From an optimization exercise on the open Yosys and OpenROAD flow, aimed at a short achievable clock period and few clock cycles per item; shortcuts taken in it are not production practice. Only simulation tests tie the RTL to the original design; equivalence was not proved. Power and IR drop assume default switching activity.

`flow/run.sh`:
```
#!/bin/bash
# synth_recipe.tcl (not shown) runs the flow's synth.tcl, then flattens the netlist and writes it again
# the make line also repeats each setting of config.mk as NAME=value (left out here)
make -C /OpenROAD-flow-scripts/flow DESIGN_CONFIG=/design/flow/config.mk WORK_HOME=/design/flow/orfs CLKGATE_MAP_FILE= SYNTH_SCRIPT=/design/flow/synth_recipe.tcl finish
```
`flow/config.mk`:
```
export PLATFORM = sky130hd
export DESIGN_NAME = mrx_top
export DESIGN_NICKNAME = mrx_top
export VERILOG_FILES = /design/flow/design.v
export SDC_FILE = /design/flow/constraint.sdc
export NUM_CORES = 4
export LEC_CHECK = 0
export CAP_MARGIN = 20
export CORE_MARGIN = 2
export CORE_UTILIZATION = 40
export SLEW_MARGIN = 20
```
`flow/constraint.sdc`:
```
create_clock -name core_clock -period 5.0 [get_ports {clk}]
set_input_delay 1.0000 -clock core_clock [delete_from_list [all_inputs] [get_ports {clk}]]
set_output_delay 1.0000 -clock core_clock [all_outputs]
set_load 0.01 [all_outputs]
```
`flow/design.v`:
```
`default_nettype none
package chan_pkg;
    typedef logic [7:0] byte_t;
    localparam int BUF_DEPTH = 16;
    typedef logic [4:0] cnt_t;       
    typedef logic [7:0] trig_t;      
    localparam int TICK_DIV_DEFAULT = 500;
endpackage
`default_nettype wire
`default_nettype none
package frame_pkg;
    localparam logic [7:0] HDR0     = 8'h24;
    localparam logic [7:0] HDR1     = 8'h46;
    localparam logic [7:0] HDR2     = 8'h54;
    localparam logic [7:0] HDR3     = 8'h43;
    localparam logic [7:0] END_BYTE = 8'hFE;
    typedef logic [15:0] crc_t;
    localparam crc_t CRC_INIT = 16'hFFFF;
    localparam crc_t CRC_POLY = 16'hA001;
    localparam logic [2:0] PACE_STROBE = 3'd4;
    localparam logic [2:0] PACE_DONE   = 3'd5;
    typedef enum logic [3:0] {
        ST_IDLE, ST_HDR0, ST_HDR1, ST_HDR2, ST_HDR3, ST_LEN,
        ST_CHAN, ST_DATA, ST_CRC_LO, ST_CRC_HI, ST_END
    } frame_state_e;
endpackage
`default_nettype wire
`timescale 1ns/100ps
`default_nettype none
module tick_gen #(
    parameter int TICK_DIV = chan_pkg::TICK_DIV_DEFAULT
) (
    input  logic clk,
    input  logic rst_n,
    output logic tick
);
    localparam int CW = (TICK_DIV > 1) ? $clog2(TICK_DIV) : 1;
    logic [CW-1:0] div_cnt;
    always_ff @(posedge clk or negedge rst_n) begin
        if (!rst_n) begin
            div_cnt <= '0;
            tick    <= 1'b0;
        end else if (div_cnt == CW'(TICK_DIV - 1)) begin
            div_cnt <= '0;
            tick    <= 1'b1;     
        end else begin
            div_cnt <= div_cnt + 1'b1;
            tick    <= 1'b0;
        end
    end
endmodule
`default_nettype wire
`timescale 1ns/100ps
`default_nettype none
module rx_channel_buf (
    input  logic  clk,
    input  logic  rst_n,
    input  logic  tick,
    input  chan_pkg::byte_t wr_data,
    input  logic  wr_en,
    input  chan_pkg::trig_t timer_trig,
    input  logic  granted,
    input  logic  pop,
    output chan_pkg::byte_t head,
    output chan_pkg::cnt_t  count,
    output logic  ready
);
    localparam int AW = $clog2(chan_pkg::BUF_DEPTH);
    chan_pkg::byte_t         mem [chan_pkg::BUF_DEPTH];
    logic [AW-1:0] wr_ptr;
    logic [AW-1:0] rd_ptr;
    chan_pkg::trig_t         idle_cnt;
    logic          full;
    logic          push;
    logic          do_pop;
    assign full   = (count == chan_pkg::cnt_t'(chan_pkg::BUF_DEPTH));
    assign push   = wr_en && !full;      
    assign do_pop = pop && (count != '0);
    always_ff @(posedge clk) begin
        if (push) begin
            mem[wr_ptr] <= wr_data;
        end
    end
    assign head = mem[rd_ptr];
    always_ff @(posedge clk or negedge rst_n) begin
        if (!rst_n) begin
            wr_ptr <= '0;
            rd_ptr <= '0;
            count  <= '0;
        end else begin
            if (push) begin
                wr_ptr <= wr_ptr + 1'b1;
            end
            if (do_pop) begin
                rd_ptr <= rd_ptr + 1'b1;
            end
            case ({push, do_pop})
                2'b10:   count <= count + 1'b1;
                2'b01:   count <= count - 1'b1;
                default: count <= count;
            endcase
        end
    end
    always_ff @(posedge clk or negedge rst_n) begin
        if (!rst_n) begin
            idle_cnt <= '0;
        end else if (wr_en || granted) begin
            idle_cnt <= '0;
        end else if (tick && (idle_cnt < timer_trig)) begin
            idle_cnt <= idle_cnt + 1'b1;
        end
    end
    assign ready = (count != '0) && ((idle_cnt >= timer_trig) || full);
endmodule
`default_nettype wire
`timescale 1ns/100ps
`default_nettype none
module channel_select #(
    parameter int NUM_CHAN = 4
) (
    input  logic                  clk,
    input  logic                  rst_n,
    input  logic [NUM_CHAN-1:0]   ready,
    input  chan_pkg::byte_t [NUM_CHAN-1:0]  heads,
    input  chan_pkg::cnt_t [NUM_CHAN-1:0]   counts,
    input  logic                  grant,
    input  logic                  pop,
    output logic                  any_ready,
    output chan_pkg::byte_t                 sel_chan,
    output chan_pkg::cnt_t                  sel_count,
    output chan_pkg::byte_t                 sel_data,
    output logic [NUM_CHAN-1:0]   pop_vec,
    output logic [NUM_CHAN-1:0]   granted_vec
);
    localparam int CHW = (NUM_CHAN > 1) ? $clog2(NUM_CHAN) : 1;
    logic [CHW-1:0] pri_idx;
    logic [CHW-1:0] chan_q;
    always_comb begin
        pri_idx = '0;
        for (int i = NUM_CHAN - 1; i >= 0; i--) begin
            if (ready[i]) begin
                pri_idx = CHW'(i);
            end
        end
    end
    assign any_ready = |ready;
    assign sel_count = counts[pri_idx];     
    assign sel_chan  = chan_pkg::byte_t'(chan_q);
    always_ff @(posedge clk or negedge rst_n) begin
        if (!rst_n) begin
            chan_q <= '0;
        end else if (grant) begin
            chan_q <= pri_idx;
        end
    end
    always_ff @(posedge clk) begin
        sel_data <= heads[chan_q];
    end
    always_comb begin
        pop_vec             = '0;
        granted_vec         = '0;
        pop_vec[chan_q]     = pop;
        granted_vec[pri_idx] = grant;    
    end
endmodule
`default_nettype wire
`timescale 1ns/100ps
`default_nettype none
module crc16_calc (
    input  logic  clk,
    input  logic  rst_n,
    input  logic  clear,
    input  logic  en,
    input  chan_pkg::byte_t data_in,
    output frame_pkg::crc_t  crc
);
    frame_pkg::crc_t crc_next;
    always_comb begin
        crc_next = crc ^ {8'h00, data_in};
        for (int i = 0; i < 8; i++) begin
            if (crc_next[0]) begin
                crc_next = (crc_next >> 1) ^ frame_pkg::CRC_POLY;
            end else begin
                crc_next = crc_next >> 1;
            end
        end
    end
    always_ff @(posedge clk or negedge rst_n) begin
        if (!rst_n) begin
            crc <= frame_pkg::CRC_INIT;
        end else if (clear) begin
            crc <= frame_pkg::CRC_INIT;
        end else if (en) begin
            crc <= crc_next;
        end
    end
endmodule
`default_nettype wire
`timescale 1ns/100ps
`default_nettype none
module frame_fsm (
    input  logic  clk,
    input  logic  rst_n,
    input  logic  any_ready,
    input  chan_pkg::byte_t sel_chan,
    input  chan_pkg::cnt_t  sel_count,
    input  chan_pkg::byte_t sel_data,
    input  frame_pkg::crc_t  crc_value,
    input  logic  tx_busy,
    output logic  grant,
    output logic  pop,
    output logic  crc_clear,
    output logic  crc_en,
    output chan_pkg::byte_t crc_byte,
    output chan_pkg::byte_t tx_data,
    output logic  tx_strobe
);
    frame_pkg::frame_state_e state;
    frame_pkg::frame_state_e state_nxt;
    logic [2:0]   pace;
    chan_pkg::cnt_t         len;
    chan_pkg::cnt_t         sent;
    logic         fire;
    logic         done;
    assign fire = (state != frame_pkg::ST_IDLE) && (pace == frame_pkg::PACE_STROBE) && !tx_busy;
    assign done = (state != frame_pkg::ST_IDLE) && (pace == frame_pkg::PACE_DONE);
    assign grant     = (state == frame_pkg::ST_IDLE) && any_ready;
    assign crc_clear = grant;                
    assign tx_strobe = fire;
    assign pop       = fire && (state == frame_pkg::ST_DATA);
    assign crc_en    = pop;
    assign crc_byte  = sel_data;
    always_comb begin
        case (state)
            frame_pkg::ST_HDR0:   tx_data = frame_pkg::HDR0;
            frame_pkg::ST_HDR1:   tx_data = frame_pkg::HDR1;
            frame_pkg::ST_HDR2:   tx_data = frame_pkg::HDR2;
            frame_pkg::ST_HDR3:   tx_data = frame_pkg::HDR3;
            frame_pkg::ST_LEN:    tx_data = chan_pkg::byte_t'(len);
            frame_pkg::ST_CHAN:   tx_data = sel_chan + 8'd1;    
            frame_pkg::ST_DATA:   tx_data = sel_data;
            frame_pkg::ST_CRC_LO: tx_data = crc_value[7:0];
            frame_pkg::ST_CRC_HI: tx_data = crc_value[15:8];
            frame_pkg::ST_END:    tx_data = frame_pkg::END_BYTE;
            default:   tx_data = 8'h00;
        endcase
    end
    always_comb begin
        state_nxt = state;
        case (state)
            frame_pkg::ST_IDLE: begin
                if (any_ready) begin
                    state_nxt = frame_pkg::ST_HDR0;
                end
            end
            frame_pkg::ST_HDR0:   if (done) state_nxt = frame_pkg::ST_HDR1;
            frame_pkg::ST_HDR1:   if (done) state_nxt = frame_pkg::ST_HDR2;
            frame_pkg::ST_HDR2:   if (done) state_nxt = frame_pkg::ST_HDR3;
            frame_pkg::ST_HDR3:   if (done) state_nxt = frame_pkg::ST_LEN;
            frame_pkg::ST_LEN:    if (done) state_nxt = frame_pkg::ST_CHAN;
            frame_pkg::ST_CHAN:   if (done) state_nxt = frame_pkg::ST_DATA;
            frame_pkg::ST_DATA: begin
                if (done && (sent + 1'b1 == len)) begin
                    state_nxt = frame_pkg::ST_CRC_LO;   
                end
            end
            frame_pkg::ST_CRC_LO: if (done) state_nxt = frame_pkg::ST_CRC_HI;
            frame_pkg::ST_CRC_HI: if (done) state_nxt = frame_pkg::ST_END;
            frame_pkg::ST_END:    if (done) state_nxt = frame_pkg::ST_IDLE;
            default:   state_nxt = frame_pkg::ST_IDLE;
        endcase
    end
    always_ff @(posedge clk or negedge rst_n) begin
        if (!rst_n) begin
            state <= frame_pkg::ST_IDLE;
            pace  <= '0;
            len   <= '0;
            sent  <= '0;
        end else begin
            state <= state_nxt;
            if (state == frame_pkg::ST_IDLE) begin
                pace <= '0;
                sent <= '0;
                if (any_ready) begin
                    len <= sel_count;
                end
            end else if (done) begin
                pace <= '0;
            end else if (tx_busy) begin
                pace <= '0;          
            end else begin
                pace <= pace + 1'b1;
            end
            if ((state == frame_pkg::ST_DATA) && done) begin
                sent <= sent + 1'b1;
            end
        end
    end
endmodule
`default_nettype wire
`timescale 1ns/100ps
`default_nettype none
module mrx_top #(
    parameter int NUM_CHAN = 4,
    parameter int TICK_DIV = chan_pkg::TICK_DIV_DEFAULT
) (
    input  logic                  clk,
    input  logic                  rst_n,
    input  chan_pkg::byte_t [NUM_CHAN-1:0]  rx_data,
    input  logic [NUM_CHAN-1:0]   rx_valid,
    input  chan_pkg::trig_t [NUM_CHAN-1:0]  timer_trig,
    input  logic                  tx_busy,
    output chan_pkg::byte_t                 tx_data,
    output logic                  tx_strobe
);
    logic                 tick;
    logic [NUM_CHAN-1:0]  ready;
    chan_pkg::byte_t [NUM_CHAN-1:0] heads;
    chan_pkg::cnt_t [NUM_CHAN-1:0]  counts;
    logic [NUM_CHAN-1:0]  pop_vec;
    logic [NUM_CHAN-1:0]  granted_vec;
    logic                 any_ready;
    chan_pkg::byte_t                sel_chan;
    chan_pkg::cnt_t                 sel_count;
    chan_pkg::byte_t                sel_data;
    logic                 grant;
    logic                 pop;
    logic                 crc_clear;
    logic                 crc_en;
    chan_pkg::byte_t                crc_byte;
    frame_pkg::crc_t      crc_value;
    tick_gen #(.TICK_DIV(TICK_DIV)) u_tick (.clk(clk), .rst_n(rst_n), .tick(tick));
    for (genvar i = 0; i < NUM_CHAN; i++) begin : g_chan
        rx_channel_buf u_buf (
            .clk        (clk),
            .rst_n      (rst_n),
            .tick       (tick),
            .wr_data    (rx_data[i]),
            .wr_en      (rx_valid[i]),
            .timer_trig (timer_trig[i]),
            .granted    (granted_vec[i]),
            .pop        (pop_vec[i]),
            .head       (heads[i]),
            .count      (counts[i]),
            .ready      (ready[i])
        );
    end
    channel_select #(.NUM_CHAN(NUM_CHAN)) u_sel (
        .clk(clk), .rst_n(rst_n), .ready(ready), .heads(heads), .counts(counts),
        .grant(grant), .pop(pop), .any_ready(any_ready), .sel_chan(sel_chan),
        .sel_count(sel_count), .sel_data(sel_data), .pop_vec(pop_vec),
        .granted_vec(granted_vec)
    );
    crc16_calc u_crc (
        .clk(clk), .rst_n(rst_n), .clear(crc_clear), .en(crc_en),
        .data_in(crc_byte), .crc(crc_value)
    );
    frame_fsm u_fsm (
        .clk(clk), .rst_n(rst_n), .any_ready(any_ready), .sel_chan(sel_chan),
        .sel_count(sel_count), .sel_data(sel_data), .crc_value(crc_value),
        .tx_busy(tx_busy), .grant(grant), .pop(pop), .crc_clear(crc_clear),
        .crc_en(crc_en), .crc_byte(crc_byte), .tx_data(tx_data), .tx_strobe(tx_strobe)
    );
endmodule
`default_nettype wire
```
==> impl_metrics.yaml <==
die:
  die_h_um: 270
  initial_core_util_pct: 40.5
  die_area_um2: 73200
  boundaryPins: 80
  core-area_um2: 70100
  rows: 97
  die_w_um: 270
yosys:
  yosysWarningCount: 5
  synth_ff_type: "edfxtp_1"
  synthArstFlopShare_pct: 19.9
  synth_cell_types: 69
  synth_enable_flop_cells: 512
  seq_area_frac_synth_pct: 66.1
  synth_nets: 1938
  syn_avg_cell_area_um2: 15.9
  mappedNetlistArea_um2: 28400
  postSynthCellCount: 1783
  ys_ff_latch: 649
pwr:
  comb_power_share_pct: 19.9
  p_leak_nw: 11.2
  internal-power_mw: 10.6
  switching_share_pct: 29.1
  power_switching_mw: 4.36
  p_seq_share_pct: 46.6
  p_total_mw: 15.0
  peakVddDrop_v: 0.000313
  powerDensity_nw_per_um2: 462
  power.share.clock_pct: 33.6
flow_run:
  maxCapViolCount: 0
clock_tree:
  cts_resized: 0
  clk_path_buf_depth: 3
  cts_sinks: 649
  cts_tree: "built"
  post_cts_buffers: 0
  clk_pin_slew_ns: 0.06
  cts-root-buf: "clkbuf_16"
  hold_buffers: 0
  numCtsBuffers: 71
  h-tree-depth: 3
  clock_latency_ns: 0.62
critical_path:
  slowest_delay_ns: 0.68
  r2r_setup_slack_ns: 1.30
  crit_buf_inv: 2
  cp_data_required_time_ns: 4.00
  arrival_ns: 3.46
  reg2reg_depth: 15
  setup.worst_path.class: "reg2out"
  rr_startpoint: "u_fsm.state[2]"
  crit_slowest_cell: "clkdlybuf4s50_1"
  critPathMaxFanout: 15
  cp_top_family: "buffers and inverters"
  start_kind: "register"
  path_cells: "inv_1, nor2_1, a21oi_1, nor2_1, a21oi_1, o21ai_0, clkdlybuf4s50_1"
  r2r-end: "g_chan[1].u_buf.count[4]"
  setup.worst_path.end_class: "primary output"
outcome:
  status: "finished clean"
route:
  first_pass_iters: 5
  drt-total-wl_um: 60900
  via_count: 15300
  drc: 0
  post_drt_wl_per_cell_um: 21.1
  drt_iter0_markers: 1158
  vias_per_cell: 5.32
  detail-route-antenna-nets: 0
global_route:
  antenna_found_initial: 3
  grt.overflow.total: 0
  grt_pass1_wl_um: 94900
  grt_use_total_pct: 16.9
  grt_pass1_vias: 15700
  grt_max_degree: 86
placement:
  dp_hpwl_um: 41000
  io_buffer_count: 79
  gp_congestion: 0.807
sta:
  setup-tns-final_ns: 0
  maxClockFrequency_ghz: 0.224
  slew_viol_final: 0
  setup-violations-final: 0
  slew_headroom_pct: 31.2
  finalCritPeriodShare_pct: 89.2
  fin_crit_ns: 4.46
  finalHoldViolCount: 0
  rsz0062_at_grt: "false"
  max_slew.worst_pin.slew_ns: 1.03
  fin_skew_ns: 0.0207
layout:
  layout.nets: 2042
  layout-drive-gt1-share_pct: 16.6
  area_growth_pct: 14.3
  layout_common_cells: "edfxtp_1, mux4_2, dfrtp_1, nor2_1, nand2_1"
  fillerInstances: 6094
  final_common_cell: "edfxtp_1"
worst_hold_path:
  worstHoldPathType: "in2async"
[per-stage QoR]
| stage | setup WS [ns] | util (%) | instances | hold slack [ns] | instance area, um2 |
|---|---|---|---|---|---|
| after floorplan | 1.39 | - | 1783 | 0.455 | 28400 |
| after global placement | 0.550 | 43.1 | 2754 | 0.470 | 30200 |
| after detailed placement | 0.425 | 43.1 | 2754 | 0.490 | 30200 |
| after CTS | 0.509 | 46.3 | 2883 | 0.463 | 32500 |
| after global routing | 0.336 | 46.3 | 2884 | 0.511 | 32500 |
| final | 0.540 | 46.3 | 2884 | 0.457 | 32500 |
[cells in the mapped netlist (40+ instances only)]
cell	count	area [um2]
dfrtp_1	113	2830
xor2_1	41	359
ha_1	80	1000
clkbuf_1	40	150
inv_1	65	244
mux2i_1	45	450
a21oi_1	68	340
nor2_1	105	394
mux4_2	116	2610
o21ai_0	59	295
edfxtp_1	512	15400
nand2_1	98	368
xnor2_1	68	596
[logic make-up after synthesis]
logic type | after synthesis | share of synthesized area [%]
DFF | 649 | 66.1
and+or+nand+nor | 368 | 6.52
AOI/OAI and AO/OA | 235 | 5.16
muxes | 192 | 12.6
buffers and inverters | 146 | 2.37
xor gates and xnor gates | 109 | 3.36
adders and majority gates | 84 | 3.81
[per-layer routing]
layer  global-route usage (%)  wire, um  vias up
met5                        0         0        -
met4                     5.68      1370        0
met3                     3.36      3440       81
met2                     26.6     28700      372
met1                     23.6     27400     7816
li1                         -         -     7069
[sequential cells by signal, indices dropped and copies added (netlist names)]
| name | cells |
|---|---|
| u_crc.crc | 16 |
| g_chan.u_buf.count | 20 |
| u_tick.tick | 1 |
| g_chan.u_buf.wr_ptr | 16 |
| u_fsm.state | 4 |
| u_sel.chan_q | 2 |
| u_sel.sel_data | 8 |
| u_tick.div_cnt | 9 |
| u_fsm.sent | 5 |
| g_chan.u_buf.mem | 512 |
| g_chan.u_buf.idle_cnt | 32 |
| g_chan.u_buf.rd_ptr | 16 |
| u_fsm.len | 5 |
| u_fsm.pace | 3 |
[how the worst max path moves through the flow]
stage | from | endpoint | slack (ns) | depth (start not counted)
after floorplan | timer_trig[23] | g_chan[3].u_buf.idle_cnt[0] | 1.39 | 11
after global placement | timer_trig[23] | g_chan[3].u_buf.idle_cnt[7] | 0.55 | 12
after detailed placement | timer_trig[23] | g_chan[3].u_buf.idle_cnt[7] | 0.43 | 12
after CTS | u_fsm.state[3] | tx_data[6] | 0.51 | 7
after global routing | u_fsm.state[3] | tx_data[6] | 0.34 | 7
final | u_fsm.state[3] | tx_data[6] | 0.54 | 7
[power by group through the flow]
stage / registers [mW] / logic [mW] / clock network (mW)
after detailed placement: 7.09 / 2.98 / 0
after global routing: 7.07 / 3.28 / 5.37
after CTS: 6.99 / 3.00 / 5.17
after floorplan: 6.87 / 2.11 / 0
after global placement: 7.06 / 2.91 / 0
final: 6.99 / 2.98 / 5.04
[cell type report]
| class | count | area, um2 | share of cell area [%] |
|---|---|---|---|
| flip-flops and latches | 649 | 18800 | 57.9 |
| inverters | 65 | 244 | 0.752 |
| repair buffers | 112 | 1040 | 3.20 |
| diodes | 1 | 2.50 | 0.00771 |
| clock buffers | 96 | 1940 | 5.99 |
| well taps | 940 | 1180 | 3.62 |
| clock inverters | 33 | 300 | 0.925 |
| multi-input cells | 988 | 8970 | 27.6 |
Testbench counts, summed over its fixed seeds: cycles 243,996, bytes 17,682.

-- re-timing with driven ports --
Ports are ideal in the flow. The routed layout listed here was re-timed in OpenROAD.
Step 1 assumes that a clkbuf_16 drives the clock port and a buf_2 every other input.
Step 2 moves the port delays by t, midway between the first and last clock arrival at a register: inputs arrive t later, outputs are due t later. That takes back most of the time a late clock gives input paths.
Three values: ideal, step 1, step 2; two values: the first two.
t (ns): 0.676
setup slack, ns: 0.540 / 0.473 / 0.422
hold WS [ns]: 0.457 / 0.434 / 0.490
latest minus earliest clock arrival (ns): 0.024 / 0.024
cell pins on the clock port's net: 1
After both steps this run still meets setup and hold. For this run, drivers alone change the setup slack by -0.067 ns; drivers and shift together by -0.118 ns.
